This design comes from an exercise in tuning for small area, a short achievable clock period and few clock cycles on the open sky130 flow, not from production work.
Where RTL was checked, it was by simulation tests only, not by an equivalence proof against the original.
Power figures rest on the tool's default switching activity, not on a simulated workload.

== the baseline ==
Design obj_line_scan, start of the top module:
module obj_line_scan #(
    parameter int OBJ_MAX  = obj_pkg::OBJ_MAX_DEF,
    parameter int LINE_MAX = obj_pkg::LINE_MAX_DEF,
    parameter int OBJ_H    = obj_pkg::OBJ_H_DEF
) (
    input  logic        CLK20,
    input  logic        RESET,
    input  logic        DMCS,
    input  logic [28:0] DO,
    input  logic [7:0]  V,
    input  logic        HBDn,
    input  logic        VB,
    input  logic        LST_RD,
    output logic [32:0] LST_DATA,
    output logic        LST_EMPTY,
    output logic [3:0]  LST_CNT,
    output logic        LST_RDY,
    output logic        OVF
);
    localparam int CW = $clog2(OBJ_MAX + 1);
    localparam int W  = obj_pkg::OBJ_W;
    localparam int YL = obj_pkg::Y_LSB;
    localparam int NC = LINE_MAX + 1;           
    localparam int GS = 8;                      
    localparam int NG = OBJ_MAX / GS;
    localparam int CS = 16;                     
    localparam int NCG = OBJ_MAX / CS;
    logic [OBJ_MAX-1:0][W-1:0] obj_table;
    logic [CW-1:0] obj_cnt;
    logic          vb_q, hbdn_q;
    logic          vb_rise, hb_fall, wr_en, start;
    logic [W-1:0]  do_ym;                       
    always_comb begin
        do_ym = DO;
        do_ym[YL +: 8] = DO[YL +: 8] - 8'd1;
    end
    assign vb_rise = VB & ~vb_q;
    assign hb_fall = hbdn_q & ~HBDn;
    assign start   = hb_fall & ~VB;
    assign wr_en   = DMCS & (vb_rise | (obj_cnt != CW'(OBJ_MAX)));
    always_ff @(posedge CLK20) begin
        if (wr_en) obj_table <= {obj_table[OBJ_MAX-2:0], do_ym};
    end
    always_ff @(posedge CLK20) begin
        if (RESET) begin
            vb_q    <= 1'b0;
            hbdn_q  <= 1'b1;
            obj_cnt <= '0;
        end else begin
            vb_q   <= VB;
            hbdn_q <= HBDn;
            if (vb_rise)    obj_cnt <= wr_en ? CW'(1) : '0;
            else if (wr_en) obj_cnt <= obj_cnt + CW'(1);
        end
    end
    logic [OBJ_MAX-1:0] valid;
    always_comb begin
        for (int i = 0; i < OBJ_MAX; i++) begin
            logic gt, eq;
            gt = 1'b0;
            eq = 1'b1;
            for (int b = CW - 1; b >= 0; b--) begin
                gt = gt | (eq & obj_cnt[b] & ~((i >> b) & 1));
                eq = eq & ~(obj_cnt[b] ^ ((i >> b) & 1));
            end
  ...
For scale: roughly 6800 cells after synthesis, ~83 I/O pins, about 96000 um^2 of cells after synthesis.
Settings: LEC_CHECK=0, CAP_MARGIN=20, CORE_MARGIN=2, CORE_UTILIZATION=60, CTS_CLUSTER_DIAMETER=100, CTS_CLUSTER_SIZE=20, SETUP_SLACK_MARGIN=5, SLEW_MARGIN=20; clock period 8.0 ns.
run.sh (not shown) runs the stock make flow with config.mk's settings and CLKGATE_MAP_FILE= SYNTH_SCRIPT=/design/flow/synth_recipe.tcl, a recipe that flattens the netlist after the stock synthesis.
The flow did not stop early for the baseline: all stages ran, and the layout cleared the timing, design-rule and antenna checks.
Testbench counts of the baseline, summed over its fixed seeds: cycles 5,256.
Modified inputs, the candidate compared to the baseline
--- a/flow/design.v
+++ b/flow/design.v
@@ -123,23 +123,16 @@
             hbdn_q <= HBDn;
             if (vb_rise)    obj_cnt <= wr_en ? CW'(1) : '0;
             else if (wr_en) obj_cnt <= obj_cnt + CW'(1);
         end
     end
     logic [OBJ_MAX-1:0] valid;
-    always_comb begin
-        for (int i = 0; i < OBJ_MAX; i++) begin
-            logic gt, eq;
-            gt = 1'b0;
-            eq = 1'b1;
-            for (int b = CW - 1; b >= 0; b--) begin
-                gt = gt | (eq & obj_cnt[b] & ~((i >> b) & 1));
-                eq = eq & ~(obj_cnt[b] ^ ((i >> b) & 1));
-            end
-            valid[i] = gt;
-        end
+    always_ff @(posedge CLK20) begin
+        if (RESET)        valid <= '0;
+        else if (vb_rise) valid <= {{(OBJ_MAX-1){1'b0}}, wr_en};
+        else if (wr_en)   valid <= {valid[OBJ_MAX-2:0], 1'b1};
     end
     logic [3:0]         tq;              
     logic [3:0]         vh_m;            
     logic [OBJ_MAX-1:0] hit_now;
     assign vh_m[0] = ~V[4];
     for (genvar b = 1; b < 4; b++) begin : g_dec
[summary]
- The candidate: flow completed, timing, DRC and antenna clean
- NOTE sequential cell count the baseline->the candidate increased by a few percent
- Taking the baseline as the reference, in the candidate net count after synthesis now larger; global-route usage over all layers now smaller; register-to-register slack now smaller; final design area excluding fillers now larger; power in sequential cells comparable.
Function not checked in the candidate: the RTL went through the layout flow alone.

[what the ideal ports hide]
How much do the figures lean on ideal ports? The routed layouts below were timed once more, with nothing changed but the port constraints.
Step 1: set_driving_cell puts a clkbuf_16 on CLK20 and a buf_2 on each other input, an assumption about the parent block.
Step 2 adds t to the input delays and takes it off the output delays; t is the mean of the earliest and latest rising clock arrival at the registers after step 1. Input paths then give back, and output paths get back, about the clock's delay inside the block.
a / b / c = ideal / step 1 / step 2; a / b = the first two.
run	t (ns)	setup slack, ns	worst setup path at the end	clock arrival spread, ns	worst register clock-pin slew, ns
the baseline	0.889	4.815 / 4.769 / 3.880	input to register	0.054 / 0.053	0.11 / 0.11
the candidate	0.881	4.448 / 4.448 / 3.908	input to register	0.033 / 0.033	0.10 / 0.10
After both steps setup and hold are still met in every run listed. The setup slack of the baseline, which loses most, moves by -0.046 ns with the drivers and by -0.935 ns with both steps.
